Context: an optimization exercise on an open-source flow, tuned for small area and a short achievable clock period. The choices shown serve that exercise and are no tape-out recipe. No run shown here included a check of the RTL's function; only the layout flow was run. Power and IR drop assume default switching activity.

## flow/design.v (module list and top-level ports; edited modules follow where they fit)
// module hwpe_stream_fifo: 51 lines
// module hwpe_shift_fifo: 51 lines
// module hwpe_ctrl_decode: 99 lines
// module hwpe_mac_engine: 771 lines
// module hwpe_result_unit: 55 lines
// module cluster_hwpe_tile: 114 lines
module cluster_hwpe_tile #(
  parameter int unsigned OpndDepth = 4,
  parameter int unsigned ResDepth  = 4
) (
  input  logic                               clk_i,
  input  logic                               rst_n_i,
  input  logic                               wb_cyc_i,
  input  logic                               wb_stb_i,
  input  logic                               wb_we_i,
  input  logic [tile_cfg_pkg::WB_ADDR_W-1:0] wb_adr_i,
  input  logic [tile_cfg_pkg::WB_DATA_W-1:0] wb_dat_i,
  output logic [tile_cfg_pkg::WB_DATA_W-1:0] wb_dat_o,
  output logic                               wb_ack_o,
  output logic                               wb_err_o,
  output logic                               evt_o
);
  // ...
==> flow/flow/run.sh <==
#!/bin/bash
# Standard synthesis, then the standard layout with a tighter setup
# target for repair_timing (the clock and constraints are unchanged).
set -euo pipefail
MARGIN=${MARGIN:-6.8}
bash standard.sh synth > synth.log 2>&1
bash standard.sh SETUP_SLACK_MARGIN=$MARGIN "BUFFER_PORTS_ARGS=-buffer_cell sky130_fd_sc_hd__buf_2" finish > layout.log 2>&1
==> flow/standard.sh <==
#!/bin/bash
# synth_recipe.tcl (not shown) runs the flow's synth.tcl, then flattens the netlist and writes it again
# the make line also repeats each setting of config.mk as NAME=value (left out here)
make -C /OpenROAD-flow-scripts/flow DESIGN_CONFIG=/design/flow/config.mk WORK_HOME=/design/flow/orfs CLKGATE_MAP_FILE= SYNTH_SCRIPT=/design/flow/synth_recipe.tcl "${@:-finish}"
==> flow/config.mk <==
export PLATFORM = sky130hd
export DESIGN_NAME = cluster_hwpe_tile
export DESIGN_NICKNAME = cluster_hwpe_tile
export VERILOG_FILES = /design/flow/design.v
export SDC_FILE = /design/flow/constraint.sdc
export NUM_CORES = 4
export LEC_CHECK = 0
export ABC_CLOCK_PERIOD_IN_PS = 3500
export CAP_MARGIN = 20
export CORE_MARGIN = 2
export CORE_UTILIZATION = 40
export CTS_CLUSTER_DIAMETER = 120
export CTS_CLUSTER_SIZE = 24
export SLEW_MARGIN = 20
==> flow/constraint.sdc <==
create_clock -name core_clock -period 10.0 [get_ports {clk_i}]
set_input_delay 2.0000 -clock core_clock [delete_from_list [all_inputs] [get_ports {clk_i}]]
set_output_delay 2.0000 -clock core_clock [all_outputs]
set_load 0.01 [all_outputs]
==> impl_metrics.yaml, run 1 <==
routing:
  met1_length_mm: 30.8
  top_layer: "met4"
  detail_route.first_pass.iterations: 5
yosys:
  synth_simple_gate_area_share_pct: 6.93
  synthesis.instances: 2157
  library_cell_with_the_largest_summed_area_after_synthesis: "sky130_fd_sc_hd__edfxtp_1"
  synth_largest_type_area_fraction_pct: 41.5
  synthXorXnorAreaFrac_pct: 12.7
  synth.ff_latch_count: 472
run_status:
  status: "timing/DRC/antenna clean"
critical_path:
  crit-reg2reg-launch: "i_engine.c_q[0]"
  cp-startpoint: "i_engine.c_q[0]"
  cp_top_family: "compound AO/OA/AOI/OAI gates"
  timing.reg2reg.worst_path_depth: 13
power_and_ir_drop:
  clock_power_share_pct: 15.2
  clk-power_w: 0.00110
  internal-power_w: 0.00471
clock_tree:
  cts-root-buf: "sky130_fd_sc_hd__clkbuf_16"
  post_cts_buffers: 57
  cts_hold_buf: 0
  clock-sinks: 472
  cts_made_buffers: 24
timing:
  hold-worst-slack_ps: 498
  unrepaired_setup_endpoints_after_global_routing: "true"
  fmax_mhz: 293
  setup_tns_ps: 0
  final-setup-viol-count: 0
  post-route-worst-setup-slack_ps: 6590
floorplan:
  num_rows: 94
  die_area_um2: 68600
final_layout:
  multi_input_gate_share_of_total_cell_area_pct: 43.9
  data_path_buffer_share_of_cell_area_in_the_final_layout_pct: 4.72
  final_design_area_no_fill_um2: 30100
  seq_area_um2: 13300
worst_hold_path:
  holdCritStartpoint: "i_decode.ctrl_q[28]"
  worstHoldPathCells: 2
placed_design:
  place.detailed.hpwl_mm: 46.5
==> run 2: changes to the inputs <==
--- a/flow/design.v
+++ b/flow/design.v
@@ -241,29 +241,29 @@
   input  hwpe_pkg::operand_pair_t opnd_data_i,
   input  hwpe_pkg::operand_pair_t opnd_next_i,
   output logic                    res_valid_o,
   input  logic                    res_ready_i,
   output hwpe_pkg::result_t       res_data_o
 );
   logic        is_add_q;     
   logic        is_mac_q;     
-  logic        acc_en_q;     
-  logic        acc_dis_q;    
+  logic        acc_zero_q;   
   logic        valid_q;
   logic        fire;
+  logic        acc_en;
   logic        is_add_d;
   logic [31:0] s_q;
   logic [31:0] c_q;
   logic [15:0] a;
   logic [15:0] b;
   logic [17:0] bn;           
-  logic [8:0]  one_d, one_q;
-  logic [7:0]  two_d, two_q;
-  logic [7:0]  neg_d, neg_q;
+  logic [8:0]  one_d, one_q, one_n_q;
+  logic [7:0]  two_d, two_q, two_n_q;
+  logic [7:0]  neg_d, neg_q, neg_n_q;
   logic [31:0] x1;
   logic [31:0] x2;
   logic [31:0] tree_s;
   logic [31:0] tree_c;
   logic [16:0] bp0;
   logic [16:0] bp1;
   logic [16:0] bp2;
   logic [16:0] bp3;
@@ -288,34 +288,46 @@
     one_d[8] = bn[16];
     if (is_add_d) begin
       one_d = 9'b1;
       two_d = '0;
       neg_d = '0;
     end
   end
   always_ff @(posedge clk_i) begin
-    one_q <= one_d;
-    two_q <= two_d;
-    neg_q <= neg_d;
+    one_q   <= one_d;
+    two_q   <= two_d;
+    neg_q   <= neg_d;
+    one_n_q <= ~one_d;
+    two_n_q <= ~two_d;
+    neg_n_q <= ~neg_d;
   end
+  assign acc_en = is_mac_q & ~acc_zero_q;
   always_comb begin
-    x1 = s_q & {32{acc_en_q}};
+    x1 = s_q & {32{acc_en}};
     x1[15:0] = x1[15:0] | (b & {16{is_add_q}});
-    x2 = c_q & {32{~acc_dis_q}};
+    x2 = c_q & {32{acc_en}};
   end
-  assign bp0 = (({1'b0, a} & {17{one_q[0]}}) | ({a, 1'b0} & {17{two_q[0]}})) ^ {17{neg_q[0]}};
-  assign bp1 = (({1'b0, a} & {17{one_q[1]}}) | ({a, 1'b0} & {17{two_q[1]}})) ^ {17{neg_q[1]}};
-  assign bp2 = (({1'b0, a} & {17{one_q[2]}}) | ({a, 1'b0} & {17{two_q[2]}})) ^ {17{neg_q[2]}};
-  assign bp3 = (({1'b0, a} & {17{one_q[3]}}) | ({a, 1'b0} & {17{two_q[3]}})) ^ {17{neg_q[3]}};
-  assign bp4 = (({1'b0, a} & {17{one_q[4]}}) | ({a, 1'b0} & {17{two_q[4]}})) ^ {17{neg_q[4]}};
-  assign bp5 = (({1'b0, a} & {17{one_q[5]}}) | ({a, 1'b0} & {17{two_q[5]}})) ^ {17{neg_q[5]}};
-  assign bp6 = (({1'b0, a} & {17{one_q[6]}}) | ({a, 1'b0} & {17{two_q[6]}})) ^ {17{neg_q[6]}};
-  assign bp7 = (({1'b0, a} & {17{one_q[7]}}) | ({a, 1'b0} & {17{two_q[7]}})) ^ {17{neg_q[7]}};
-  assign bp8 = a & {16{one_q[8]}};
+  assign bp0[8:0] = ((a[8:0] & {9{one_q[0]}}) | ({a[7:0], 1'b0} & {9{two_q[0]}})) ^ {9{neg_q[0]}};
+  assign bp0[16:9] = (({1'b0, a[15:9]} & {8{~one_n_q[0]}}) | (a[15:8] & {8{~two_n_q[0]}})) ^ {8{~neg_n_q[0]}};
+  assign bp1[8:0] = ((a[8:0] & {9{one_q[1]}}) | ({a[7:0], 1'b0} & {9{two_q[1]}})) ^ {9{neg_q[1]}};
+  assign bp1[16:9] = (({1'b0, a[15:9]} & {8{~one_n_q[1]}}) | (a[15:8] & {8{~two_n_q[1]}})) ^ {8{~neg_n_q[1]}};
+  assign bp2[8:0] = ((a[8:0] & {9{one_q[2]}}) | ({a[7:0], 1'b0} & {9{two_q[2]}})) ^ {9{neg_q[2]}};
+  assign bp2[16:9] = (({1'b0, a[15:9]} & {8{~one_n_q[2]}}) | (a[15:8] & {8{~two_n_q[2]}})) ^ {8{~neg_n_q[2]}};
+  assign bp3[8:0] = ((a[8:0] & {9{one_q[3]}}) | ({a[7:0], 1'b0} & {9{two_q[3]}})) ^ {9{neg_q[3]}};
+  assign bp3[16:9] = (({1'b0, a[15:9]} & {8{~one_n_q[3]}}) | (a[15:8] & {8{~two_n_q[3]}})) ^ {8{~neg_n_q[3]}};
+  assign bp4[8:0] = ((a[8:0] & {9{one_q[4]}}) | ({a[7:0], 1'b0} & {9{two_q[4]}})) ^ {9{neg_q[4]}};
+  assign bp4[16:9] = (({1'b0, a[15:9]} & {8{~one_n_q[4]}}) | (a[15:8] & {8{~two_n_q[4]}})) ^ {8{~neg_n_q[4]}};
+  assign bp5[8:0] = ((a[8:0] & {9{one_q[5]}}) | ({a[7:0], 1'b0} & {9{two_q[5]}})) ^ {9{neg_q[5]}};
+  assign bp5[16:9] = (({1'b0, a[15:9]} & {8{~one_n_q[5]}}) | (a[15:8] & {8{~two_n_q[5]}})) ^ {8{~neg_n_q[5]}};
+  assign bp6[8:0] = ((a[8:0] & {9{one_q[6]}}) | ({a[7:0], 1'b0} & {9{two_q[6]}})) ^ {9{neg_q[6]}};
+  assign bp6[16:9] = (({1'b0, a[15:9]} & {8{~one_n_q[6]}}) | (a[15:8] & {8{~two_n_q[6]}})) ^ {8{~neg_n_q[6]}};
+  assign bp7[8:0] = ((a[8:0] & {9{one_q[7]}}) | ({a[7:0], 1'b0} & {9{two_q[7]}})) ^ {9{neg_q[7]}};
+  assign bp7[16:9] = (({1'b0, a[15:9]} & {8{~one_n_q[7]}}) | (a[15:8] & {8{~two_n_q[7]}})) ^ {8{~neg_n_q[7]}};
+  assign bp8 = a & {{8{~one_n_q[8]}}, {8{one_q[8]}}};
   logic hs0, hc0;
   assign hs0 = bp0[12] ^ bp1[10];
   assign hc0 = bp0[12] & bp1[10];
   logic hs1, hc1;
   assign hs1 = bp0[13] ^ bp1[11];
   assign hc1 = bp0[13] & bp1[11];
   logic fs0, fc0;
   assign fs0 = bp0[14] ^ bp1[12] ^ bp2[10];
@@ -331,279 +343,279 @@
   assign hc3 = bp3[9] & bp4[7];
   logic fs2, fc2;
   assign fs2 = bp0[16] ^ bp1[14] ^ bp2[12];
   assign fc2 = (bp0[16] ^ bp1[14]) ? bp2[12] : bp0[16];
   logic fs3, fc3;
   assign fs3 = bp3[10] ^ bp4[8] ^ bp5[6];
   assign fc3 = (bp3[10] ^ bp4[8]) ? bp5[6] : bp3[10];
   logic fs4, fc4;
-  assign fs4 = ~neg_q[0] ^ bp1[15] ^ bp2[13];
-  assign fc4 = (~neg_q[0] ^ bp1[15]) ? bp2[13] : ~neg_q[0];
+  assign fs4 = neg_n_q[0] ^ bp1[15] ^ bp2[13];
+  assign fc4 = (neg_n_q[0] ^ bp1[15]) ? bp2[13] : neg_n_q[0];
   logic fs5, fc5;
   assign fs5 = bp3[11] ^ bp4[9] ^ bp5[7];
   assign fc5 = (bp3[11] ^ bp4[9]) ? bp5[7] : bp3[11];
   logic hs4, hc4;
   assign hs4 = bp6[5] ^ bp7[3];
   assign hc4 = bp6[5] & bp7[3];
   logic fs6, fc6;
   assign fs6 = bp1[16] ^ bp2[14] ^ bp3[12];
   assign fc6 = (bp1[16] ^ bp2[14]) ? bp3[12] : bp1[16];
   logic fs7, fc7;
   assign fs7 = bp4[10] ^ bp5[8] ^ bp6[6];
   assign fc7 = (bp4[10] ^ bp5[8]) ? bp6[6] : bp4[10];
   logic hs5, hc5;
   assign hs5 = bp7[4] ^ bp8[2];
   assign hc5 = bp7[4] & bp8[2];
   logic fs8, fc8;
-  assign fs8 = ~neg_q[1] ^ bp2[15] ^ bp3[13];
-  assign fc8 = (~neg_q[1] ^ bp2[15]) ? bp3[13] : ~neg_q[1];
+  assign fs8 = neg_n_q[1] ^ bp2[15] ^ bp3[13];
+  assign fc8 = (neg_n_q[1] ^ bp2[15]) ? bp3[13] : neg_n_q[1];
   logic fs9, fc9;
   assign fs9 = bp4[11] ^ bp5[9] ^ bp6[7];
   assign fc9 = (bp4[11] ^ bp5[9]) ? bp6[7] : bp4[11];
   logic fs10, fc10;
   assign fs10 = bp2[16] ^ bp3[14] ^ bp4[12];
   assign fc10 = (bp2[16] ^ bp3[14]) ? bp4[12] : bp2[16];
   logic hs6, hc6;
   assign hs6 = bp5[10] ^ bp6[8];
   assign hc6 = bp5[10] & bp6[8];
   logic fs11, fc11;
-  assign fs11 = ~neg_q[2] ^ bp3[15] ^ bp4[13];
-  assign fc11 = (~neg_q[2] ^ bp3[15]) ? bp4[13] : ~neg_q[2];
+  assign fs11 = neg_n_q[2] ^ bp3[15] ^ bp4[13];
+  assign fc11 = (neg_n_q[2] ^ bp3[15]) ? bp4[13] : neg_n_q[2];
   logic hs7, hc7;
   assign hs7 = bp3[16] ^ bp4[14];
   assign hc7 = bp3[16] & bp4[14];
   logic hs8, hc8;
   assign hs8 = bp0[6] ^ bp1[4];
   assign hc8 = bp0[6] & bp1[4];
   logic hs9, hc9;
   assign hs9 = bp0[7] ^ bp1[5];
   assign hc9 = bp0[7] & bp1[5];
   logic fs12, fc12;
   assign fs12 = bp0[8] ^ bp1[6] ^ bp2[4];
-  assign fc12 = (bp0[8] & bp1[6]) | (bp0[8] & bp2[4]) | (bp1[6] & bp2[4]);
+  assign fc12 = (bp0[8] ^ bp1[6]) ? bp2[4] : bp0[8];
   logic hs10, hc10;
   assign hs10 = bp3[2] ^ bp4[0];
   assign hc10 = bp3[2] & bp4[0];
   logic fs13, fc13;
   assign fs13 = bp0[9] ^ bp1[7] ^ bp2[5];
-  assign fc13 = (bp0[9] & bp1[7]) | (bp0[9] & bp2[5]) | (bp1[7] & bp2[5]);
+  assign fc13 = (bp0[9] ^ bp1[7]) ? bp2[5] : bp0[9];
   logic hs11, hc11;
   assign hs11 = bp3[3] ^ bp4[1];
   assign hc11 = bp3[3] & bp4[1];
   logic fs14, fc14;
   assign fs14 = bp0[10] ^ bp1[8] ^ bp2[6];
-  assign fc14 = (bp0[10] & bp1[8]) | (bp0[10] & bp2[6]) | (bp1[8] & bp2[6]);
+  assign fc14 = (bp0[10] ^ bp1[8]) ? bp2[6] : bp0[10];
   logic fs15, fc15;
   assign fs15 = bp3[4] ^ bp4[2] ^ bp5[0];
-  assign fc15 = (bp3[4] & bp4[2]) | (bp3[4] & bp5[0]) | (bp4[2] & bp5[0]);
+  assign fc15 = (bp3[4] ^ bp4[2]) ? bp5[0] : bp3[4];
   logic hs12, hc12;
   assign hs12 = neg_q[5] ^ x1[10];
   assign hc12 = neg_q[5] & x1[10];
   logic fs16, fc16;
   assign fs16 = bp0[11] ^ bp1[9] ^ bp2[7];
-  assign fc16 = (bp0[11] & bp1[9]) | (bp0[11] & bp2[7]) | (bp1[9] & bp2[7]);
+  assign fc16 = (bp0[11] ^ bp1[9]) ? bp2[7] : bp0[11];
   logic fs17, fc17;
   assign fs17 = bp3[5] ^ bp4[3] ^ bp5[1];
-  assign fc17 = (bp3[5] & bp4[3]) | (bp3[5] & bp5[1]) | (bp4[3] & bp5[1]);
+  assign fc17 = (bp3[5] ^ bp4[3]) ? bp5[1] : bp3[5];
   logic hs13, hc13;
   assign hs13 = x1[11] ^ x2[11];
   assign hc13 = x1[11] & x2[11];
   logic fs18, fc18;
   assign fs18 = bp2[8] ^ bp3[6] ^ bp4[4];
-  assign fc18 = (bp2[8] & bp3[6]) | (bp2[8] & bp4[4]) | (bp3[6] & bp4[4]);
+  assign fc18 = (bp2[8] ^ bp3[6]) ? bp4[4] : bp2[8];
   logic fs19, fc19;
   assign fs19 = bp5[2] ^ bp6[0] ^ neg_q[6];
-  assign fc19 = (bp5[2] & bp6[0]) | (bp5[2] & neg_q[6]) | (bp6[0] & neg_q[6]);
+  assign fc19 = (bp5[2] ^ bp6[0]) ? neg_q[6] : bp5[2];
   logic fs20, fc20;
   assign fs20 = x1[12] ^ x2[12] ^ hs0;
   assign fc20 = (x1[12] ^ x2[12]) ? hs0 : x1[12];
   logic fs21, fc21;
   assign fs21 = bp2[9] ^ bp3[7] ^ bp4[5];
-  assign fc21 = (bp2[9] & bp3[7]) | (bp2[9] & bp4[5]) | (bp3[7] & bp4[5]);
+  assign fc21 = (bp2[9] ^ bp3[7]) ? bp4[5] : bp2[9];
   logic fs22, fc22;
   assign fs22 = bp5[3] ^ bp6[1] ^ x1[13];
-  assign fc22 = (bp5[3] & bp6[1]) | (bp5[3] & x1[13]) | (bp6[1] & x1[13]);
+  assign fc22 = (bp5[3] ^ bp6[1]) ? x1[13] : bp5[3];
   logic fs23, fc23;
   assign fs23 = x2[13] ^ hc0 ^ hs1;
   assign fc23 = (x2[13] ^ hc0) ? hs1 : x2[13];
   logic fs24, fc24;
   assign fs24 = bp5[4] ^ bp6[2] ^ bp7[0];
-  assign fc24 = (bp5[4] & bp6[2]) | (bp5[4] & bp7[0]) | (bp6[2] & bp7[0]);
+  assign fc24 = (bp5[4] ^ bp6[2]) ? bp7[0] : bp5[4];
   logic fs25, fc25;
   assign fs25 = neg_q[7] ^ x1[14] ^ x2[14];
-  assign fc25 = (neg_q[7] & x1[14]) | (neg_q[7] & x2[14]) | (x1[14] & x2[14]);
+  assign fc25 = (neg_q[7] ^ x1[14]) ? x2[14] : neg_q[7];
   logic fs26, fc26;
   assign fs26 = hc1 ^ fs0 ^ hs2;
   assign fc26 = (hc1 ^ fs0) ? hs2 : hc1;
   logic fs27, fc27;
   assign fs27 = bp5[5] ^ bp6[3] ^ bp7[1];
-  assign fc27 = (bp5[5] & bp6[3]) | (bp5[5] & bp7[1]) | (bp6[3] & bp7[1]);
+  assign fc27 = (bp5[5] ^ bp6[3]) ? bp7[1] : bp5[5];
   logic fs28, fc28;
   assign fs28 = x1[15] ^ x2[15] ^ fc0;
   assign fc28 = (x1[15] ^ x2[15]) ? fc0 : x1[15];
   logic fs29, fc29;
   assign fs29 = hc2 ^ fs1 ^ hs3;
   assign fc29 = (hc2 ^ fs1) ? hs3 : hc2;
   logic fs30, fc30;
   assign fs30 = bp6[4] ^ bp7[2] ^ bp8[0];
-  assign fc30 = (bp6[4] & bp7[2]) | (bp6[4] & bp8[0]) | (bp7[2] & bp8[0]);
+  assign fc30 = (bp6[4] ^ bp7[2]) ? bp8[0] : bp6[4];
   logic fs31, fc31;
   assign fs31 = x1[16] ^ x2[16] ^ fc1;
   assign fc31 = (x1[16] ^ x2[16]) ? fc1 : x1[16];
   logic fs32, fc32;
   assign fs32 = hc3 ^ fs2 ^ fs3;
   assign fc32 = (hc3 ^ fs2) ? fs3 : hc3;
   logic fs33, fc33;
   assign fs33 = bp8[1] ^ x1[17] ^ x2[17];
-  assign fc33 = (bp8[1] & x1[17]) | (bp8[1] & x2[17]) | (x1[17] & x2[17]);
+  assign fc33 = (bp8[1] ^ x1[17]) ? x2[17] : bp8[1];
   logic fs34, fc34;
   assign fs34 = 1'b1 ^ fc2 ^ fc3;
   assign fc34 = (1'b1 ^ fc2) ? fc3 : 1'b1;
   logic fs35, fc35;
   assign fs35 = fs4 ^ fs5 ^ hs4;
   assign fc35 = (fs4 ^ fs5) ? hs4 : fs4;
   logic fs36, fc36;
   assign fs36 = x1[18] ^ x2[18] ^ 1'b1;
-  assign fc36 = (x1[18] & x2[18]) | (x1[18] & 1'b1) | (x2[18] & 1'b1);
+  assign fc36 = (x1[18] ^ x2[18]) ? 1'b1 : x1[18];
   logic fs37, fc37;
   assign fs37 = fc4 ^ fc5 ^ hc4;
   assign fc37 = (fc4 ^ fc5) ? hc4 : fc4;
   logic fs38, fc38;
   assign fs38 = fs6 ^ fs7 ^ hs5;
   assign fc38 = (fs6 ^ fs7) ? hs5 : fs6;
   logic fs39, fc39;
   assign fs39 = bp7[5] ^ bp8[3] ^ x1[19];
-  assign fc39 = (bp7[5] & bp8[3]) | (bp7[5] & x1[19]) | (bp8[3] & x1[19]);
+  assign fc39 = (bp7[5] ^ bp8[3]) ? x1[19] : bp7[5];
   logic fs40, fc40;
   assign fs40 = x2[19] ^ fc6 ^ fc7;
   assign fc40 = (x2[19] ^ fc6) ? fc7 : x2[19];
   logic fs41, fc41;
   assign fs41 = hc5 ^ fs8 ^ fs9;
   assign fc41 = (hc5 ^ fs8) ? fs9 : hc5;
   logic fs42, fc42;
   assign fs42 = bp7[6] ^ bp8[4] ^ x1[20];
-  assign fc42 = (bp7[6] & bp8[4]) | (bp7[6] & x1[20]) | (bp8[4] & x1[20]);
+  assign fc42 = (bp7[6] ^ bp8[4]) ? x1[20] : bp7[6];
   logic fs43, fc43;
   assign fs43 = x2[20] ^ 1'b1 ^ fc8;
   assign fc43 = (x2[20] ^ 1'b1) ? fc8 : x2[20];
   logic fs44, fc44;
   assign fs44 = fc9 ^ fs10 ^ hs6;
   assign fc44 = (fc9 ^ fs10) ? hs6 : fc9;
   logic fs45, fc45;
   assign fs45 = bp5[11] ^ bp6[9] ^ bp7[7];
-  assign fc45 = (bp5[11] & bp6[9]) | (bp5[11] & bp7[7]) | (bp6[9] & bp7[7]);
+  assign fc45 = (bp5[11] ^ bp6[9]) ? bp7[7] : bp5[11];
   logic fs46, fc46;
   assign fs46 = bp8[5] ^ x1[21] ^ x2[21];
-  assign fc46 = (bp8[5] & x1[21]) | (bp8[5] & x2[21]) | (x1[21] & x2[21]);
+  assign fc46 = (bp8[5] ^ x1[21]) ? x2[21] : bp8[5];
   logic fs47, fc47;
   assign fs47 = fc10 ^ hc6 ^ fs11;
   assign fc47 = (fc10 ^ hc6) ? fs11 : fc10;
   logic fs48, fc48;
   assign fs48 = bp5[12] ^ bp6[10] ^ bp7[8];
-  assign fc48 = (bp5[12] & bp6[10]) | (bp5[12] & bp7[8]) | (bp6[10] & bp7[8]);
+  assign fc48 = (bp5[12] ^ bp6[10]) ? bp7[8] : bp5[12];
   logic fs49, fc49;
   assign fs49 = bp8[6] ^ x1[22] ^ x2[22];
-  assign fc49 = (bp8[6] & x1[22]) | (bp8[6] & x2[22]) | (x1[22] & x2[22]);
+  assign fc49 = (bp8[6] ^ x1[22]) ? x2[22] : bp8[6];
   logic fs50, fc50;
   assign fs50 = 1'b1 ^ fc11 ^ hs7;
   assign fc50 = (1'b1 ^ fc11) ? hs7 : 1'b1;
   logic fs51, fc51;
-  assign fs51 = ~neg_q[3] ^ bp4[15] ^ bp5[13];
-  assign fc51 = (~neg_q[3] & bp4[15]) | (~neg_q[3] & bp5[13]) | (bp4[15] & bp5[13]);
+  assign fs51 = neg_n_q[3] ^ bp4[15] ^ bp5[13];
+  assign fc51 = (neg_n_q[3] ^ bp4[15]) ? bp5[13] : neg_n_q[3];
   logic fs52, fc52;
   assign fs52 = bp6[11] ^ bp7[9] ^ bp8[7];
-  assign fc52 = (bp6[11] & bp7[9]) | (bp6[11] & bp8[7]) | (bp7[9] & bp8[7]);
+  assign fc52 = (bp6[11] ^ bp7[9]) ? bp8[7] : bp6[11];
   logic fs53, fc53;
   assign fs53 = x1[23] ^ x2[23] ^ hc7;
   assign fc53 = (x1[23] ^ x2[23]) ? hc7 : x1[23];
   logic fs54, fc54;
   assign fs54 = bp4[16] ^ bp5[14] ^ bp6[12];
-  assign fc54 = (bp4[16] & bp5[14]) | (bp4[16] & bp6[12]) | (bp5[14] & bp6[12]);
+  assign fc54 = (bp4[16] ^ bp5[14]) ? bp6[12] : bp4[16];
   logic fs55, fc55;
   assign fs55 = bp7[10] ^ bp8[8] ^ x1[24];
-  assign fc55 = (bp7[10] & bp8[8]) | (bp7[10] & x1[24]) | (bp8[8] & x1[24]);
+  assign fc55 = (bp7[10] ^ bp8[8]) ? x1[24] : bp7[10];
   logic hs14, hc14;
   assign hs14 = x2[24] ^ 1'b1;
   assign hc14 = x2[24] & 1'b1;
   logic fs56, fc56;
-  assign fs56 = ~neg_q[4] ^ bp5[15] ^ bp6[13];
-  assign fc56 = (~neg_q[4] & bp5[15]) | (~neg_q[4] & bp6[13]) | (bp5[15] & bp6[13]);
+  assign fs56 = neg_n_q[4] ^ bp5[15] ^ bp6[13];
+  assign fc56 = (neg_n_q[4] ^ bp5[15]) ? bp6[13] : neg_n_q[4];
   logic fs57, fc57;
   assign fs57 = bp7[11] ^ bp8[9] ^ x1[25];
-  assign fc57 = (bp7[11] & bp8[9]) | (bp7[11] & x1[25]) | (bp8[9] & x1[25]);
+  assign fc57 = (bp7[11] ^ bp8[9]) ? x1[25] : bp7[11];
   logic fs58, fc58;
   assign fs58 = bp5[16] ^ bp6[14] ^ bp7[12];
-  assign fc58 = (bp5[16] & bp6[14]) | (bp5[16] & bp7[12]) | (bp6[14] & bp7[12]);
+  assign fc58 = (bp5[16] ^ bp6[14]) ? bp7[12] : bp5[16];
   logic hs15, hc15;
   assign hs15 = bp8[10] ^ x1[26];
   assign hc15 = bp8[10] & x1[26];
   logic fs59, fc59;
-  assign fs59 = ~neg_q[5] ^ bp6[15] ^ bp7[13];
-  assign fc59 = (~neg_q[5] ^ bp6[15]) ? bp7[13] : ~neg_q[5];
+  assign fs59 = neg_n_q[5] ^ bp6[15] ^ bp7[13];
+  assign fc59 = (neg_n_q[5] ^ bp6[15]) ? bp7[13] : neg_n_q[5];
   logic hs16, hc16;
   assign hs16 = bp6[16] ^ bp7[14];
   assign hc16 = bp6[16] & bp7[14];
   logic hs17, hc17;
   assign hs17 = bp0[2] ^ bp1[0];
   assign hc17 = bp0[2] & bp1[0];
   logic hs18, hc18;
   assign hs18 = bp0[3] ^ bp1[1];
   assign hc18 = bp0[3] & bp1[1];
   logic fs60, fc60;
   assign fs60 = bp0[4] ^ bp1[2] ^ bp2[0];
-  assign fc60 = (bp0[4] & bp1[2]) | (bp0[4] & bp2[0]) | (bp1[2] & bp2[0]);
+  assign fc60 = (bp0[4] ^ bp1[2]) ? bp2[0] : bp0[4];
   logic hs19, hc19;
   assign hs19 = neg_q[2] ^ x1[4];
   assign hc19 = neg_q[2] & x1[4];
   logic fs61, fc61;
   assign fs61 = bp0[5] ^ bp1[3] ^ bp2[1];
-  assign fc61 = (bp0[5] & bp1[3]) | (bp0[5] & bp2[1]) | (bp1[3] & bp2[1]);
+  assign fc61 = (bp0[5] ^ bp1[3]) ? bp2[1] : bp0[5];
   logic hs20, hc20;
   assign hs20 = x1[5] ^ x2[5];
   assign hc20 = x1[5] & x2[5];
   logic fs62, fc62;
   assign fs62 = bp2[2] ^ bp3[0] ^ neg_q[3];
-  assign fc62 = (bp2[2] & bp3[0]) | (bp2[2] & neg_q[3]) | (bp3[0] & neg_q[3]);
+  assign fc62 = (bp2[2] ^ bp3[0]) ? neg_q[3] : bp2[2];
   logic fs63, fc63;
   assign fs63 = x1[6] ^ x2[6] ^ hs8;
-  assign fc63 = (x1[6] & x2[6]) | (x1[6] & hs8) | (x2[6] & hs8);
+  assign fc63 = (x1[6] ^ x2[6]) ? hs8 : x1[6];
   logic fs64, fc64;
   assign fs64 = bp2[3] ^ bp3[1] ^ x1[7];
-  assign fc64 = (bp2[3] & bp3[1]) | (bp2[3] & x1[7]) | (bp3[1] & x1[7]);
+  assign fc64 = (bp2[3] ^ bp3[1]) ? x1[7] : bp2[3];
   logic fs65, fc65;
   assign fs65 = x2[7] ^ hc8 ^ hs9;
-  assign fc65 = (x2[7] & hc8) | (x2[7] & hs9) | (hc8 & hs9);
+  assign fc65 = (x2[7] ^ hc8) ? hs9 : x2[7];
   logic fs66, fc66;
   assign fs66 = neg_q[4] ^ x1[8] ^ x2[8];
-  assign fc66 = (neg_q[4] & x1[8]) | (neg_q[4] & x2[8]) | (x1[8] & x2[8]);
+  assign fc66 = (neg_q[4] ^ x1[8]) ? x2[8] : neg_q[4];
   logic fs67, fc67;
   assign fs67 = hc9 ^ fs12 ^ hs10;
   assign fc67 = (hc9 ^ fs12) ? hs10 : hc9;
   logic fs68, fc68;
   assign fs68 = x1[9] ^ x2[9] ^ fc12;
-  assign fc68 = (x1[9] & x2[9]) | (x1[9] & fc12) | (x2[9] & fc12);
+  assign fc68 = (x1[9] ^ x2[9]) ? fc12 : x1[9];
   logic fs69, fc69;
   assign fs69 = hc10 ^ fs13 ^ hs11;
   assign fc69 = (hc10 ^ fs13) ? hs11 : hc10;
   logic fs70, fc70;
   assign fs70 = x2[10] ^ fc13 ^ hc11;
-  assign fc70 = (x2[10] & fc13) | (x2[10] & hc11) | (fc13 & hc11);
+  assign fc70 = (x2[10] ^ fc13) ? hc11 : x2[10];
   logic fs71, fc71;
   assign fs71 = fs14 ^ fs15 ^ hs12;
   assign fc71 = (fs14 ^ fs15) ? hs12 : fs14;
   logic fs72, fc72;
   assign fs72 = fc14 ^ fc15 ^ hc12;
-  assign fc72 = (fc14 & fc15) | (fc14 & hc12) | (fc15 & hc12);
+  assign fc72 = (fc14 ^ fc15) ? hc12 : fc14;
   logic fs73, fc73;
   assign fs73 = fs16 ^ fs17 ^ hs13;
   assign fc73 = (fs16 ^ fs17) ? hs13 : fs16;
   logic fs74, fc74;
   assign fs74 = fc16 ^ fc17 ^ hc13;
-  assign fc74 = (fc16 & fc17) | (fc16 & hc13) | (fc17 & hc13);
+  assign fc74 = (fc16 ^ fc17) ? hc13 : fc16;
   logic fs75, fc75;
   assign fs75 = fs18 ^ fs19 ^ fs20;
   assign fc75 = (fs18 ^ fs19) ? fs20 : fs18;
   logic fs76, fc76;
   assign fs76 = fc18 ^ fc19 ^ fc20;
   assign fc76 = (fc18 ^ fc19) ? fc20 : fc18;
   logic fs77, fc77;
   assign fs77 = fs21 ^ fs22 ^ fs23;
@@ -671,80 +683,80 @@
   logic fs98, fc98;
   assign fs98 = fc51 ^ fc52 ^ fc53;
   assign fc98 = (fc51 ^ fc52) ? fc53 : fc51;
   logic fs99, fc99;
   assign fs99 = fs54 ^ fs55 ^ hs14;
   assign fc99 = (fs54 ^ fs55) ? hs14 : fs54;
   logic fs100, fc100;
   assign fs100 = x2[25] ^ fc54 ^ fc55;
-  assign fc100 = (x2[25] & fc54) | (x2[25] & fc55) | (fc54 & fc55);
+  assign fc100 = (x2[25] ^ fc54) ? fc55 : x2[25];
   logic fs101, fc101;
   assign fs101 = hc14 ^ fs56 ^ fs57;
   assign fc101 = (hc14 ^ fs56) ? fs57 : hc14;
   logic fs102, fc102;
   assign fs102 = x2[26] ^ 1'b1 ^ fc56;
-  assign fc102 = (x2[26] & 1'b1) | (x2[26] & fc56) | (1'b1 & fc56);
+  assign fc102 = (x2[26] ^ 1'b1) ? fc56 : x2[26];
   logic fs103, fc103;
   assign fs103 = fc57 ^ fs58 ^ hs15;
   assign fc103 = (fc57 ^ fs58) ? hs15 : fc57;
   logic fs104, fc104;
   assign fs104 = bp8[11] ^ x1[27] ^ x2[27];
-  assign fc104 = (bp8[11] & x1[27]) | (bp8[11] & x2[27]) | (x1[27] & x2[27]);
+  assign fc104 = (bp8[11] ^ x1[27]) ? x2[27] : bp8[11];
   logic fs105, fc105;
   assign fs105 = fc58 ^ hc15 ^ fs59;
-  assign fc105 = (fc58 & hc15) | (fc58 & fs59) | (hc15 & fs59);
+  assign fc105 = (fc58 ^ hc15) ? fs59 : fc58;
   logic fs106, fc106;
   assign fs106 = bp8[12] ^ x1[28] ^ x2[28];
-  assign fc106 = (bp8[12] & x1[28]) | (bp8[12] & x2[28]) | (x1[28] & x2[28]);
+  assign fc106 = (bp8[12] ^ x1[28]) ? x2[28] : bp8[12];
   logic fs107, fc107;
   assign fs107 = 1'b1 ^ fc59 ^ hs16;
-  assign fc107 = (1'b1 & fc59) | (1'b1 & hs16) | (fc59 & hs16);
+  assign fc107 = (1'b1 ^ fc59) ? hs16 : 1'b1;
   logic fs108, fc108;
-  assign fs108 = ~neg_q[6] ^ bp7[15] ^ bp8[13];
-  assign fc108 = (~neg_q[6] & bp7[15]) | (~neg_q[6] & bp8[13]) | (bp7[15] & bp8[13]);
+  assign fs108 = neg_n_q[6] ^ bp7[15] ^ bp8[13];
+  assign fc108 = (neg_n_q[6] ^ bp7[15]) ? bp8[13] : neg_n_q[6];
   logic fs109, fc109;
   assign fs109 = x1[29] ^ x2[29] ^ hc16;
-  assign fc109 = (x1[29] & x2[29]) | (x1[29] & hc16) | (x2[29] & hc16);
+  assign fc109 = (x1[29] ^ x2[29]) ? hc16 : x1[29];
   logic fs110, fc110;
   assign fs110 = bp7[16] ^ bp8[14] ^ x1[30];
-  assign fc110 = (bp7[16] & bp8[14]) | (bp7[16] & x1[30]) | (bp8[14] & x1[30]);
+  assign fc110 = (bp7[16] ^ bp8[14]) ? x1[30] : bp7[16];
   logic hs21, hc21;
   assign hs21 = x2[30] ^ 1'b1;
   assign hc21 = x2[30] & 1'b1;
   logic fs111, fc111;
-  assign fs111 = ~neg_q[7] ^ bp8[15] ^ x1[31];
-  assign fc111 = (~neg_q[7] & bp8[15]) | (~neg_q[7] & x1[31]) | (bp8[15] & x1[31]);
+  assign fs111 = neg_n_q[7] ^ bp8[15] ^ x1[31];
+  assign fc111 = (neg_n_q[7] ^ bp8[15]) ? x1[31] : neg_n_q[7];
   logic hs22, hc22;
   assign hs22 = bp0[0] ^ neg_q[0];
   assign hc22 = bp0[0] & neg_q[0];
   logic hs23, hc23;
   assign hs23 = bp0[1] ^ x1[1];
   assign hc23 = bp0[1] & x1[1];
   logic fs112, fc112;
   assign fs112 = neg_q[1] ^ x1[2] ^ x2[2];
-  assign fc112 = (neg_q[1] & x1[2]) | (neg_q[1] & x2[2]) | (x1[2] & x2[2]);
+  assign fc112 = (neg_q[1] ^ x1[2]) ? x2[2] : neg_q[1];
   logic fs113, fc113;
   assign fs113 = x1[3] ^ x2[3] ^ hc17;
-  assign fc113 = (x1[3] & x2[3]) | (x1[3] & hc17) | (x2[3] & hc17);
+  assign fc113 = (x1[3] ^ x2[3]) ? hc17 : x1[3];
   logic fs114, fc114;
   assign fs114 = x2[4] ^ hc18 ^ fs60;
-  assign fc114 = (x2[4] & hc18) | (x2[4] & fs60) | (hc18 & fs60);
+  assign fc114 = (x2[4] ^ hc18) ? fs60 : x2[4];
   logic fs115, fc115;
   assign fs115 = fc60 ^ hc19 ^ fs61;
-  assign fc115 = (fc60 & hc19) | (fc60 & fs61) | (hc19 & fs61);
+  assign fc115 = (fc60 ^ hc19) ? fs61 : fc60;
   logic fs116, fc116;
   assign fs116 = fc61 ^ hc20 ^ fs62;
-  assign fc116 = (fc61 & hc20) | (fc61 & fs62) | (hc20 & fs62);
+  assign fc116 = (fc61 ^ hc20) ? fs62 : fc61;
   logic fs117, fc117;
   assign fs117 = fc62 ^ fc63 ^ fs64;
-  assign fc117 = (fc62 & fc63) | (fc62 & fs64) | (fc63 & fs64);
+  assign fc117 = (fc62 ^ fc63) ? fs64 : fc62;
   logic fs118, fc118;
   assign fs118 = fc64 ^ fc65 ^ fs66;
-  assign fc118 = (fc64 & fc65) | (fc64 & fs66) | (fc65 & fs66);
+  assign fc118 = (fc64 ^ fc65) ? fs66 : fc64;
   logic fs119, fc119;
   assign fs119 = fc66 ^ fc67 ^ fs68;
   assign fc119 = (fc66 ^ fc67) ? fs68 : fc66;
   logic fs120, fc120;
   assign fs120 = fc68 ^ fc69 ^ fs70;
   assign fc120 = (fc68 ^ fc69) ? fs70 : fc68;
   logic fs121, fc121;
   assign fs121 = fc70 ^ fc71 ^ fs72;
@@ -803,38 +815,38 @@
   logic fs139, fc139;
   assign fs139 = fc106 ^ fc107 ^ fs108;
   assign fc139 = (fc106 ^ fc107) ? fs108 : fc106;
   logic fs140, fc140;
   assign fs140 = fc108 ^ fc109 ^ fs110;
   assign fc140 = (fc108 ^ fc109) ? fs110 : fc108;
   logic fs141, fc141;
   assign fs141 = x2[31] ^ fc110 ^ hc21;
-  assign fc141 = (x2[31] & fc110) | (x2[31] & hc21) | (fc110 & hc21);
+  assign fc141 = (x2[31] ^ fc110) ? hc21 : x2[31];
   logic hs24, hc24;
   assign hs24 = x1[0] ^ x2[0];
   assign hc24 = x1[0] & x2[0];
   logic fs142, fc142;
   assign fs142 = x2[1] ^ hc22 ^ hs23;
-  assign fc142 = (x2[1] & hc22) | (x2[1] & hs23) | (hc22 & hs23);
+  assign fc142 = (x2[1] ^ hc22) ? hs23 : x2[1];
   logic fs143, fc143;
   assign fs143 = hs17 ^ hc23 ^ fs112;
-  assign fc143 = (hs17 & hc23) | (hs17 & fs112) | (hc23 & fs112);
+  assign fc143 = (hs17 ^ hc23) ? fs112 : hs17;
   logic fs144, fc144;
   assign fs144 = hs18 ^ fc112 ^ fs113;
-  assign fc144 = (hs18 & fc112) | (hs18 & fs113) | (fc112 & fs113);
+  assign fc144 = (hs18 ^ fc112) ? fs113 : hs18;
   logic fs145, fc145;
   assign fs145 = hs19 ^ fc113 ^ fs114;
-  assign fc145 = (hs19 & fc113) | (hs19 & fs114) | (fc113 & fs114);
+  assign fc145 = (hs19 ^ fc113) ? fs114 : hs19;
   logic fs146, fc146;
   assign fs146 = hs20 ^ fc114 ^ fs115;
-  assign fc146 = (hs20 & fc114) | (hs20 & fs115) | (fc114 & fs115);
+  assign fc146 = (hs20 ^ fc114) ? fs115 : hs20;
   logic fs147, fc147;
   assign fs147 = fs63 ^ fc115 ^ fs116;
-  assign fc147 = (fs63 & fc115) | (fs63 & fs116) | (fc115 & fs116);
+  assign fc147 = (fs63 ^ fc115) ? fs116 : fs63;
   logic fs148, fc148;
   assign fs148 = fs65 ^ fc116 ^ fs117;
   assign fc148 = (fs65 ^ fc116) ? fs117 : fs65;
   logic fs149, fc149;
   assign fs149 = fs67 ^ fc117 ^ fs118;
   assign fc149 = (fs67 ^ fc117) ? fs118 : fs67;
   logic fs150, fc150;
   assign fs150 = fs69 ^ fc118 ^ fs119;
@@ -896,20 +908,20 @@
   logic fs169, fc169;
   assign fs169 = fs107 ^ fc137 ^ fs138;
   assign fc169 = (fs107 ^ fc137) ? fs138 : fs107;
   logic fs170, fc170;
   assign fs170 = fs109 ^ fc138 ^ fs139;
   assign fc170 = (fs109 ^ fc138) ? fs139 : fs109;
   logic fs171, fc171;
   assign fs171 = hs21 ^ fc139 ^ fs140;
-  assign fc171 = (hs21 & fc139) | (hs21 & fs140) | (fc139 & fs140);
+  assign fc171 = (hs21 ^ fc139) ? fs140 : hs21;
   logic fs172, fc172;
   assign fs172 = fs111 ^ fc140 ^ fs141;
-  assign fc172 = (fs111 & fc140) | (fs111 & fs141) | (fc140 & fs141);
+  assign fc172 = (fs111 ^ fc140) ? fs141 : fs111;
   assign tree_s[0] = hs22;
   assign tree_c[0] = hs24;
   assign tree_s[1] = hc24;
   assign tree_c[1] = fs142;
   assign tree_s[2] = fc142;
   assign tree_c[2] = fs143;
   assign tree_s[3] = fc143;
   assign tree_c[3] = fs144;
@@ -968,28 +980,25 @@
   assign tree_s[30] = fc170;
   assign tree_c[30] = fs171;
   assign tree_s[31] = fc171;
   assign tree_c[31] = fs172;
   always_ff @(posedge clk_i or negedge rst_n_i) begin
     if (!rst_n_i) begin
       is_add_q   <= 1'b1;
       is_mac_q   <= 1'b0;
-      acc_en_q   <= 1'b0;
-      acc_dis_q  <= 1'b1;
+      acc_zero_q <= 1'b1;
       valid_q    <= 1'b0;
     end else begin
       is_add_q <= is_add_d;
       if (start_i) begin
-        is_mac_q  <= (opcode_i == hwpe_pkg::OP_MAC);
-        acc_en_q  <= 1'b0;
-        acc_dis_q <= 1'b1;
+        is_mac_q   <= (opcode_i == hwpe_pkg::OP_MAC);
+        acc_zero_q <= 1'b1;
       end else if (fire) begin
-        acc_en_q  <= is_mac_q;
-        acc_dis_q <= ~is_mac_q;
+        acc_zero_q <= 1'b0;
       end
       if (fire) begin
         valid_q <= 1'b1;
       end else if (res_ready_i) begin
         valid_q <= 1'b0;
       end
     end
   end
==> flow/flow/run.sh (replaced) <==
#!/bin/bash
# Standard synthesis, then the standard layout with a tighter setup
# target for repair_timing (the clock and constraints are unchanged).
set -euo pipefail
MARGIN=${MARGIN:-7}
bash standard.sh synth > synth.log 2>&1
bash standard.sh SETUP_SLACK_MARGIN=$MARGIN "BUFFER_PORTS_ARGS=-buffer_cell sky130_fd_sc_hd__buf_2" finish > layout.log 2>&1
==> flow/config.mk (replaced) <==
export PLATFORM = sky130hd
export DESIGN_NAME = cluster_hwpe_tile
export DESIGN_NICKNAME = cluster_hwpe_tile
export VERILOG_FILES = /design/flow/design.v
export SDC_FILE = /design/flow/constraint.sdc
export NUM_CORES = 4
export LEC_CHECK = 0
export ABC_CLOCK_PERIOD_IN_PS = 3500
export CAP_MARGIN = 20
export CORE_MARGIN = 2
export CORE_UTILIZATION = 40
export SLEW_MARGIN = 20
==> impl_metrics.yaml, run 2 <==
run_status:
  status: "timing/DRC/antenna clean"
floorplan:
  initial_utilization_pct: 40.6
  dieWidth_um: 266
  die_area_um2: 70700
  num_rows: 95
  pin_count: 104
  dieHeight_um: 266
  std_cell_core_area_um2: 67500
routing:
  number_of_nets_still_failing_antenna_checks_after_routing: 0
  route.final.wire_length_mm: 72.7
  post_detailed_route_drc_marker_count: 0
  wl_per_cell_um: 21.1
  drt_iter0_drc: 1448
  detail_route.first_pass.iterations: 5
  via_count_normalized_by_instance_count: 5.44
  routed-via-count: 18700
timing:
  layout_worst_path_cycle_share_pct: 32.7
  slew_headroom_pct: 40.5
  final_period_minus_worst_setup_slack_ps: 3270
  worst_clock_skew_ps: 26.1
  fmax_mhz: 306
  timing_worst_slew_pin_value_ps: 883
  setup_tns_ps: 0
  timing.final.max_slew_violations: 0
  hold_viol: 0
  final-setup-viol-count: 0
  unrepaired_setup_endpoints_after_global_routing: "true"
final_layout:
  fin_nets: 2677
  reg_top3: "i_opnd_fifo.mem_q x128, i_res_fifo.mem_q x128"
  layout_common_cells: "sky130_fd_sc_hd__edfxtp_1, sky130_fd_sc_hd__xnor2_1, sky130_fd_sc_hd__nand2_1, sky130_fd_sc_hd__nor2_1, sky130_fd_sc_hd__buf_4"
  area_delta_synth_final_pct: 20.0
  layout-drive-gt1-share_pct: 27.0
  n_antenna_cell: 0
  mostFrequentLayoutCell: "sky130_fd_sc_hd__edfxtp_1"
critical_path:
  critical_path.endpoint_type: "flip-flop"
  cp_max_fo: 7
  setup.reg_to_reg.worst_slack_ps: 6730
  worst_setup_path_start_kind: "flip-flop"
  cp_data_arrival_time_ps: 3620
  worstPathRequired_ps: 10350
  criticalPathCategory: "flip-flop to flip-flop"
yosys:
  synthMostInstantiatedCell: "sky130_fd_sc_hd__edfxtp_1"
  avgSynthCellArea_um2: 11.6
  synthesis.instances: 2360
  synth_cell_type_count: 66
  ys_dominant_reg_cell: "sky130_fd_sc_hd__edfxtp_1"
  synth.ff_latch_count: 496
  yosys_warning_total: 7
  library_cell_with_the_largest_summed_area_after_synthesis: "sky130_fd_sc_hd__edfxtp_1"
  synth-edff-count: 368
  synthTopCellsByArea: "sky130_fd_sc_hd__edfxtp_1, sky130_fd_sc_hd__xnor2_1, sky130_fd_sc_hd__dfxtp_1"
  nets_in_the_synthesized_netlist: 2518
  post_synth_instance_area_um2: 27400
  synth-async-reset-ratio_pct: 6.05
  yosysSeqAreaShare_pct: 50.2
  synth_cell_count_leaders: "sky130_fd_sc_hd__edfxtp_1, sky130_fd_sc_hd__xnor2_1, sky130_fd_sc_hd__nand2_1"
  synth_largest_type_area_fraction_pct: 40.3
placed_design:
  gpl.final_weighted_congestion: 0.853
  place.detailed.hpwl_mm: 48.8
  port_buffers: 73
clock_tree:
  clock_path_buffers: 3
  cts-root-buf: "sky130_fd_sc_hd__clkbuf_16"
  clock_tree_from_tritoncts: "yes"
  max_h_tree_level: 2
  cts_made_buffers: 53
  clock_insertion_delay_worst_skew_ps: 620
  clock_slew_at_reported_path_ffs_ps: 60
  clock-sinks: 496
power_and_ir_drop:
  pleak_nw: 12.3
  pwr_density_cell_nw_per_um2: 248
  worst_ir_drop_vdd_v: 0.000159
  total_power_w: 0.00817
global_routing:
  globalRoute.totalOverflow: 0
  number_of_global_route_vias_before_repair: 18600
  grt_first_pass_wirelength_mm: 110
  pin_count_of_the_biggest_net_entering_global_routing: 65
  antenna_found_initial: 4
  groute.usage.overall_pct: 20.2
run:
  cap_violations: 0
worst_hold_path:
  hold_class: "flip-flop to flip-flop"
run 2: cell types whose count changed after synthesis, sizes merged, moves of 24 or more:
cell / delta
xnor2: +50
nor2: +45
o22ai: +54
maj3: +28
clkbuf: -25
fa: -56
dfxtp: +25
o21ai: +29
xor2: +43
a21oi: +24
nand2: +45
a22oi: -56
run 2: worst paths after layout:
check | start | to | cells after the start
max in group asynchronous | rst_n_i | i_res_fifo.rd_ptr_q[0] | 1
min | i_decode.ctrl_q[29] | i_decode.wb_dat_o[29] | 2
min in group asynchronous | rst_n_i | i_res_fifo.wr_ptr_q[0] | 1
min reg2reg | i_decode.ctrl_q[29] | i_decode.wb_dat_o[29] | 2
max | i_opnd_fifo.mem_q[0][9] | i_engine.s_q[17] | 11
max reg2reg | i_opnd_fifo.mem_q[0][9] | i_engine.s_q[17] | 11
run 2: worst max-delay path, stage by stage, from the launching register on:
cell,delay [ps]
sky130_fd_sc_hd__edfxtp_1,470
sky130_fd_sc_hd__inv_4,150
sky130_fd_sc_hd__buf_6,160
sky130_fd_sc_hd__o22ai_1,110
sky130_fd_sc_hd__xnor2_1,170
sky130_fd_sc_hd__ha_1,360
sky130_fd_sc_hd__maj3_2,360
sky130_fd_sc_hd__xnor2_1,210
sky130_fd_sc_hd__xnor2_1,110
sky130_fd_sc_hd__fa_1,520
sky130_fd_sc_hd__inv_2,50
sky130_fd_sc_hd__maj3_1,340
run 2: cell families (layout without fill, tap and decap cells):
| family | count (synthesis) | count (layout) | share of synthesized area, % |
|---|---|---|---|
| flip-flops | 496 | 496 | 50.2 |
| XOR/XNOR | 469 | 469 | 15.6 |
| AND/OR/NAND/NOR | 463 | 463 | 7.28 |
| AO/OA/AOI/OAI | 422 | 422 | 9.90 |
| buffers and inverters | 211 | 415 | 3.17 |
| adder cells (fa/ha/maj) | 177 | 177 | 7.62 |
| multiplexers | 122 | 122 | 6.21 |
run 2: routing by layer:
layer  up-vias  track usage (%)  routed length (um)
li1       8722                -                   -
met1      9401             27.8               32600
met2       469             33.5               34900
met3       104             2.52                3520
met4         0             5.60                1710
met5         -                0                   0
run 2: per-stage QoR:
| step | hold slack [ps] | utilization [%] | cell area, um^2 | worst slack (ps) | instances |
|---|---|---|---|---|---|
| 2_1_floorplan | 438 | - | 27700 | 6520 | 2360 |
| 3_3_place_gp | 470 | 42.5 | 28700 | 5740 | 3209 |
| 3_5_place_dp | 473 | 42.5 | 28700 | 5700 | 3209 |
| 4_1_cts | 488 | 47.4 | 32000 | 6720 | 3403 |
| 5_1_grt | 521 | 48.7 | 32900 | 6610 | 3437 |
| 6_report | 483 | 48.7 | 32900 | 6730 | 3437 |
run 2: final cells by class:
cell class	instances	area, um^2
Fill cell	5942	34600
Multi-Input combinational cell	1653	14000
Sequential cell	496	13800
Timing Repair Buffer	222	1810
Clock buffer	77	1540
Tap cell	873	1090
Inverter	92	403
Clock inverter	23	277
Timing Repair inverter	1	7.51
run 2: timing repair:
action	CTS	global route
endpoints found under the setup margin	211	152
setup buffers	93	34
gates resized for setup	157	146
gates cloned	1	0
pin swaps	80	86
hold buffers	0	0
run 2: power breakdown:
group          leakage, nW  switching, W  internal (W)
Sequential            4.72      0.000162       0.00255
Clock                0.882      0.000833       0.00118
Combinational         6.68       0.00173       0.00171
==> run 3: changes to the inputs <==
--- a/flow/config.mk
+++ b/flow/config.mk
@@ -10,3 +10,4 @@
 export CORE_MARGIN = 2
 export CORE_UTILIZATION = 40
 export SLEW_MARGIN = 20
+export TNS_END_PERCENT = 5
==> impl_metrics.yaml, run 3 <==
run_status:
  status: "timing/DRC/antenna clean"
power_and_ir_drop:
  p_sw_share_pct: 33.3
  clock_power_share_pct: 25.0
  pwr_density_cell_nw_per_um2: 246
  seqPwrFrac_pct: 35.0
  pleak_nw: 11.6
  worst_ir_drop_vdd_v: 0.000139
  internal-power_w: 0.00516
  power.switching_w: 0.00257
  power_share_of_the_combinational_group_pct: 40.0
worst_hold_path:
  hold_class: "flip-flop to flip-flop"
  holdCritStartpoint: "i_decode.ctrl_q[29]"
placed_design:
  dpl.cell_count: 3210
  place.detailed.hpwl_mm: 48.4
  gpl.final_weighted_congestion: 0.872
  port_buffers: 73
  dpl_worst_slack_ps: 5670
  place_area_um2: 28600
critical_path:
  crit-reg2reg-launch: "i_opnd_fifo.mem_q[0][11]"
  timing.critical_path.to: "i_engine.c_q[17]"
  reg2reg_to: "i_engine.c_q[17]"
  cp_data_arrival_time_ps: 3720
  critical_path.n_buffers_inverters: 3
  worstPathRequired_ps: 10340
  critical_path.endpoint_type: "flip-flop"
  timing.critical_path.depth: 12
  timing.reg2reg.worst_path_depth: 12
  setup.reg_to_reg.worst_slack_ps: 6630
  cp_max_fo: 5
  cp_top_family: "adder cells"
  cp-startpoint: "i_opnd_fifo.mem_q[0][11]"
  library_cell_contributing_the_largest_single_delay_on_the_critical_path: "sky130_fd_sc_hd__fa_1"
  timing.critical_path.slowest_cell_delay_ps: 560
  worst_setup_path_start_kind: "flip-flop"
  criticalPathCategory: "flip-flop to flip-flop"
  critical_path.cell_chain: "clkinv_4 > o22ai_2 > xor2_1 > buf_4 > maj3_2 > inv_1 > maj3_2 > nand2_1 > fa_1 > fa_1 > xor2_1 > xnor2_1"
clock_tree:
  cts-root-buf: "sky130_fd_sc_hd__clkbuf_16"
  max_h_tree_level: 2
  clock_insertion_delay_worst_skew_ps: 610
  clock_tree_from_tritoncts: "yes"
  clock-sinks: 496
  clock_slew_at_reported_path_ffs_ps: 60
  cts_made_buffers: 52
  clock_path_buffers: 3
floorplan:
  initial_utilization_pct: 40.6
  die_area_um2: 70700
  dieHeight_um: 266
  std_cell_core_area_um2: 67500
  dieWidth_um: 266
  num_rows: 95
  pin_count: 104
routing:
  wl_per_cell_um: 20.8
  detail_route.first_pass.iterations: 6
  via_count_normalized_by_instance_count: 5.42
  route.final.wire_length_mm: 70.6
  number_of_nets_still_failing_antenna_checks_after_routing: 0
  drt_iter0_drc: 1554
  post_detailed_route_drc_marker_count: 0
  routed-via-count: 18400
yosys:
  synth_cell_type_count: 66
  post_synth_instance_area_um2: 27400
  nets_in_the_synthesized_netlist: 2518
  synthXorXnorAreaFrac_pct: 15.6
  synth.ff_latch_count: 496
  synth-async-reset-ratio_pct: 6.05
  yosys_warning_total: 7
  synth_simple_gate_area_share_pct: 7.28
  synthMostInstantiatedCell: "sky130_fd_sc_hd__edfxtp_1"
  synthTopCellsByArea: "sky130_fd_sc_hd__edfxtp_1, sky130_fd_sc_hd__xnor2_1, sky130_fd_sc_hd__dfxtp_1"
  library_cell_with_the_largest_summed_area_after_synthesis: "sky130_fd_sc_hd__edfxtp_1"
  post_synth_adder_cell_area_pct: 7.62
  synth_largest_type_area_fraction_pct: 40.3
  ys_dominant_reg_cell: "sky130_fd_sc_hd__edfxtp_1"
  area_fraction_in_compound_gates_after_synthesis_pct: 9.90
  synthesis.instances: 2360
  dominant_combinational_cell_family_by_area_after_synthesis: "XOR/XNOR gates"
  yosysSeqAreaShare_pct: 50.2
  synth_cell_count_leaders: "sky130_fd_sc_hd__edfxtp_1, sky130_fd_sc_hd__xnor2_1, sky130_fd_sc_hd__nand2_1"
  synth-edff-count: 368
  multiplexer_area_fraction_after_synthesis_pct: 6.21
  avgSynthCellArea_um2: 11.6
final_layout:
  final_design_area_no_fill_um2: 31400
  post_layout_nonfiller_instances: 3387
  n_antenna_cell: 0
  area_delta_synth_final_pct: 14.5
  fin_nets: 2628
  final_util_pct: 46.5
  layout-drive-gt1-share_pct: 18.9
  layout_common_cells: "sky130_fd_sc_hd__edfxtp_1, sky130_fd_sc_hd__xnor2_1, sky130_fd_sc_hd__nand2_1, sky130_fd_sc_hd__nor2_1, sky130_fd_sc_hd__xor2_1"
  reg_top3: "i_opnd_fifo.mem_q x128, i_res_fifo.mem_q x128"
  mostFrequentLayoutCell: "sky130_fd_sc_hd__edfxtp_1"
global_routing:
  number_of_global_route_vias_before_repair: 18200
  pin_count_of_the_biggest_net_entering_global_routing: 65
  antenna_found_initial: 2
  grt_first_pass_wirelength_mm: 107
  globalRoute.totalOverflow: 0
  groute.usage.overall_pct: 19.6
timing:
  timing.final.max_slew_violations: 0
  unrepaired_setup_endpoints_after_global_routing: "true"
  final-setup-viol-count: 0
  final_period_minus_worst_setup_slack_ps: 3370
  fmax_mhz: 297
  slew_headroom_pct: 34.7
  post-route-worst-setup-slack_ps: 6630
  worst_clock_skew_ps: 22.4
  hold_viol: 0
  timing_worst_slew_pin_value_ps: 979
  layout_worst_path_cycle_share_pct: 33.7
  setup_tns_ps: 0
run:
  cap_violations: 0
## run 3: cell types whose count changed in the layout (fill, tap and decap cells not counted), moves of 16 or more
cell | before | now
sky130_fd_sc_hd__xnor2_1 | 295 | 329
sky130_fd_sc_hd__xnor2_2 | 51 | 20
sky130_fd_sc_hd__buf_4 | 116 | 87
sky130_fd_sc_hd__maj3_1 | 43 | 66
sky130_fd_sc_hd__maj3_2 | 45 | 22
sky130_fd_sc_hd__buf_6 | 26 | 4
sky130_fd_sc_hd__dfxtp_1 | 76 | 92
sky130_fd_sc_hd__dfxtp_2 | 22 | 6
## run 3: cells by family after synthesis
group / count (synthesis)
DFF: 496
muxes: 122
xor gates and xnor gates: 469
adders and majority gates: 177
AOI/OAI and AO/OA: 422
and+or+nand+nor: 463
buffers and inverters: 211
## run 3: routing by layer
metal	global-route usage, %	routed length [um]	vias to the layer above
met1	26.8	31500	9090
met2	31.7	32800	553
met3	3.38	4240	111
li1	-	-	8612
met5	0	16	-
met4	6.48	1960	2
## run 3: tightest hold or removal path, delay by kind of cell (launching register included)
| kind | cells | cell delay (ps) |
|---|---|---|
| DFF | 1 | 320 |
| and+or+nand+nor | 1 | 70 |
| AOI/OAI and AO/OA | 1 | 50 |
## run 3: timing repair
| item | CTS | global route |
|---|---|---|
| setup endpoints to repair | 210 | 203 |
| hold buffers | 0 | 0 |
| gates resized for setup | 68 | 40 |
| pin swaps | 27 | 37 |
| setup buffers | 46 | 32 |
| gates cloned | 1 | 0 |
## run 3: power groups by stage
stage | Combinational, W | Sequential [W] | Clock [W]
4_1_cts | 0.00303 | 0.00270 | 0.00198
5_1_grt | 0.00341 | 0.00272 | 0.00205
6_report | 0.00309 | 0.00271 | 0.00193
3_3_place_gp | 0.00284 | 0.00274 | 0
3_5_place_dp | 0.00292 | 0.00275 | 0
2_1_floorplan | 0.00249 | 0.00264 | 0
## run 3: worst min path at each step
stage | endpoint | slack, ps | cells past startpoint
finish | i_decode.wb_dat_o[29] | 480 | 2
global placement | i_decode.wb_dat_o[27] | 460 | 2
floorplan | i_opnd_fifo.mem_q[0][16] | 440 | 2
detailed placement | i_decode.wb_dat_o[29] | 470 | 2
CTS | i_decode.wb_dat_o[29] | 480 | 2
global route | i_decode.wb_dat_o[23] | 510 | 2
## run 3: final cells by class
class                   instances  area (um^2)
well taps                     873         1090
multi-input cells            1653        13200
inverters                      92          402
repair inverters                1         7.51
clock buffers                  82         1530
flip-flops and latches        496        13800
repair buffers                174         1250
clock inverters                16          186
fillers                      6006        36100
## run 3: metrics by stage
step	hold slack (ps)	total power, W
after floorplan	438	0.00513
after global placement	464	0.00559
after detailed placement	467	0.00567
after CTS	480	0.00771
after global routing	514	0.00818
final	476	0.00773
==> run 4: changes to the inputs <==
==> flow/flow/run.sh (replaced) <==
#!/bin/bash
# Standard synthesis, then the standard layout with a tighter setup
# target for repair_timing (the clock and constraints are unchanged).
set -euo pipefail
MARGIN=${MARGIN:-6.8}
bash standard.sh synth > synth.log 2>&1
bash standard.sh SETUP_SLACK_MARGIN=$MARGIN "BUFFER_PORTS_ARGS=-buffer_cell sky130_fd_sc_hd__buf_2" finish > layout.log 2>&1
--- a/flow/config.mk
+++ b/flow/config.mk
@@ -10,4 +10,3 @@
 export CORE_MARGIN = 2
 export CORE_UTILIZATION = 40
 export SLEW_MARGIN = 20
-export TNS_END_PERCENT = 5
==> impl_metrics.yaml, run 4 <==
yosys:
  synth.ff_latch_count: 496
  yosys_warning_total: 7
  yosysSeqAreaShare_pct: 50.2
  synth_cell_type_count: 66
  synthTopCellsByArea: "sky130_fd_sc_hd__edfxtp_1, sky130_fd_sc_hd__xnor2_1, sky130_fd_sc_hd__dfxtp_1"
  post_synth_instance_area_um2: 27400
  synth_largest_type_area_fraction_pct: 40.3
  synthXorXnorAreaFrac_pct: 15.6
  library_cell_with_the_largest_summed_area_after_synthesis: "sky130_fd_sc_hd__edfxtp_1"
  synth_cell_count_leaders: "sky130_fd_sc_hd__edfxtp_1, sky130_fd_sc_hd__xnor2_1, sky130_fd_sc_hd__nand2_1"
  dominant_combinational_cell_family_by_area_after_synthesis: "XOR/XNOR gates"
  multiplexer_area_fraction_after_synthesis_pct: 6.21
  nets_in_the_synthesized_netlist: 2518
  synth-async-reset-ratio_pct: 6.05
  synth_simple_gate_area_share_pct: 7.28
  avgSynthCellArea_um2: 11.6
power_and_ir_drop:
  internal-power_w: 0.00531
  pleak_nw: 12.0
  seqPwrFrac_pct: 33.9
  power.switching_w: 0.00270
  worst_ir_drop_vdd_v: 0.000133
  pwr_density_cell_nw_per_um2: 249
routing:
  detail_route.first_pass.iterations: 5
  route.final.wire_length_mm: 72.9
  via_count_normalized_by_instance_count: 5.45
  wl_per_cell_um: 21.3
  post_detailed_route_drc_marker_count: 0
global_routing:
  pin_count_of_the_biggest_net_entering_global_routing: 65
  groute.usage.overall_pct: 20.3
  antenna_found_initial: 4
  globalRoute.totalOverflow: 0
  number_of_global_route_vias_before_repair: 18600
timing:
  slew_headroom_pct: 42.5
  final_period_minus_worst_setup_slack_ps: 3300
  timing.final.max_slew_violations: 0
  worst_clock_skew_ps: 21.3
  setup_tns_ps: 0
  final-setup-viol-count: 0
  unrepaired_setup_endpoints_after_global_routing: "true"
clock_tree:
  clock_insertion_delay_worst_skew_ps: 620
  cts-root-buf: "sky130_fd_sc_hd__clkbuf_16"
  clock_path_buffers: 3
  clock-sinks: 496
  cts_made_buffers: 52
  clock_slew_at_reported_path_ffs_ps: 70
final_layout:
  filler_cell_count: 5955
  multi_input_logic_area_um2: 13600
  fin_nets: 2657
  mostFrequentLayoutCell: "sky130_fd_sc_hd__edfxtp_1"
  reg_top3: "i_opnd_fifo.mem_q x128, i_res_fifo.mem_q x128"
critical_path:
  timing.critical_path.slowest_cell_delay_ps: 640
  timing.critical_path.depth: 9
  cp_data_arrival_time_ps: 3650
  worst_setup_path_start_kind: "flip-flop"
  timing.critical_path.to: "i_engine.c_q[17]"
  reg2reg_to: "i_engine.c_q[17]"
  cp-startpoint: "i_engine.one_n_q[1]"
  critical_path.endpoint_type: "flip-flop"
  cp_max_fo: 7
  crit-reg2reg-launch: "i_engine.one_n_q[1]"
  critical_path.n_buffers_inverters: 0
floorplan:
  num_rows: 95
  pin_count: 104
  dieHeight_um: 266
  std_cell_core_area_um2: 67500
  dieWidth_um: 266
  die_area_um2: 70700
placed_design:
  place.detailed.hpwl_mm: 49.1
  dpl_worst_slack_ps: 5650
run_status:
  status: "timing/DRC/antenna clean"
worst_hold_path:
  hold_class: "flip-flop to flip-flop"
## run 4: cells by family (layout without fill, tap and decap cells)
kind of cell             Yosys count  in the layout
flip-flops                       496            496
XOR/XNOR                         469            469
multiplexers                     122            122
other                              0              1
buffers and inverters            211            394
AO/OA/AOI/OAI                    422            422
AND/OR/NAND/NOR                  463            463
adder cells (fa/ha/maj)          177            177
## run 4: per-stage QoR
stage | instances | total power (W) | instance area, um^2 | utilization [%] | hold slack, ps
after detailed placement | 3208 | 0.00568 | 28600 | 42.3 | 477
after floorplan | 2360 | 0.00514 | 27500 | - | 438
after global placement | 3208 | 0.00559 | 28600 | 42.3 | 465
final | 3417 | 0.00800 | 32100 | 47.6 | 483
after global routing | 3416 | 0.00845 | 32100 | 47.6 | 519
after CTS | 3374 | 0.00777 | 31100 | 46.1 | 489
## run 4: repair_timing
| item | 4_1_cts | 5_1_grt |
|---|---|---|
| cloned | 1 | 0 |
| pin swaps | 17 | 70 |
| buffers inserted | 67 | 42 |
| hold buffers | 0 | 0 |
| gates resized for setup | 71 | 135 |
| endpoints found under the setup margin | 119 | 76 |
| hold endpoints to repair | 0 | 0 |
## run 4: worst register-to-register path: cells and delay by family (launching register included)
kind	cells	cell delay (ps)
AOI/OAI and AO/OA	2	220
adders and majority gates	3	1710
DFF	1	600
xor gates and xnor gates	3	410
and+or+nand+nor	1	90
## run 4: worst min-delay path by stage
stage	slack, ps	cells after the start	from	end
floorplan	440	2	i_opnd_fifo.mem_q[1][16]	i_opnd_fifo.mem_q[0][16]
global placement	470	2	i_decode.ctrl_q[4]	i_decode.wb_dat_o[4]
detailed placement	480	2	i_decode.ctrl_q[26]	i_decode.wb_dat_o[26]
CTS	490	2	i_decode.ctrl_q[24]	i_decode.wb_dat_o[24]
global route	520	2	i_decode.ctrl_q[7]	i_decode.wb_dat_o[7]
finish	480	2	i_decode.ctrl_q[21]	i_decode.wb_dat_o[21]
## run 4: per-layer routing
| metal | part of all wire, % | vias to the layer above | track usage (%) |
|---|---|---|---|
| li1 | - | 8660 | - |
| met1 | 45 | 9301 | 27.6 |
| met2 | 47 | 545 | 33.3 |
| met3 | 5.1 | 119 | 2.78 |
| met4 | 3.3 | 0 | 7.00 |
| met5 | 0 | - | 0 |
## run 4: final cells by class
| class | instances | share of cell area [%] |
|---|---|---|
| Timing Repair inverter | 1 | 0.0234 |
| Clock buffer | 76 | 4.84 |
| Clock inverter | 22 | 0.561 |
| Multi-Input combinational cell | 1653 | 42.4 |
| Antenna cell | 1 | 0.00779 |
| Timing Repair Buffer | 203 | 4.64 |
| Sequential cell | 496 | 42.9 |
| Tap cell | 873 | 3.40 |
| Inverter | 92 | 1.24 |
## run 4: power groups by stage
stage	clock network (W)	logic, W	registers, W
finish	0.00193	0.00336	0.00271
global placement	0	0.00285	0.00274
CTS	0.00197	0.00310	0.00270
global route	0.00205	0.00368	0.00272
detailed placement	0	0.00293	0.00275
floorplan	0	0.00250	0.00264

afterwards: timing with drivers on the ports:
No port has a modelled driver above. Below, the same layouts with a new extraction and two added sets of constraints.
Step 1, drivers: a clkbuf_16 drives clk_i and a buf_2 each remaining input, both assumed.
Step 2 also shifts input and output timing later by t, the mid clock arrival at the registers, as if the neighbouring blocks saw the same clock.
Three values: no drivers, after step 1, after step 2; two values: the first two.
run | t (ns) | setup WS [ns] | hold slack, ns | clock arrival spread, ns | worst slew at a driven data input, ns
run 1 | 0.639 | 6.592 / 6.592 / 6.383 | 0.498 / 0.498 / 0.498 | 0.031 / 0.032 | 0.04
run 2 | 0.667 | 6.731 / 6.731 / 6.357 | 0.483 / 0.483 / 0.483 | 0.027 / 0.026 | 0.10
run 3 | 0.655 | 6.628 / 6.628 / 6.276 | 0.476 / 0.476 / 0.476 | 0.023 / 0.022 | 0.09
run 4 | 0.667 | 6.698 / 6.698 / 6.264 | 0.483 / 0.483 / 0.483 | 0.023 / 0.023 | 0.11
After both steps setup and hold are still met in every run listed. For run 4, which loses most, drivers alone change the setup slack by 0.000 ns; drivers and shift together by -0.434 ns.
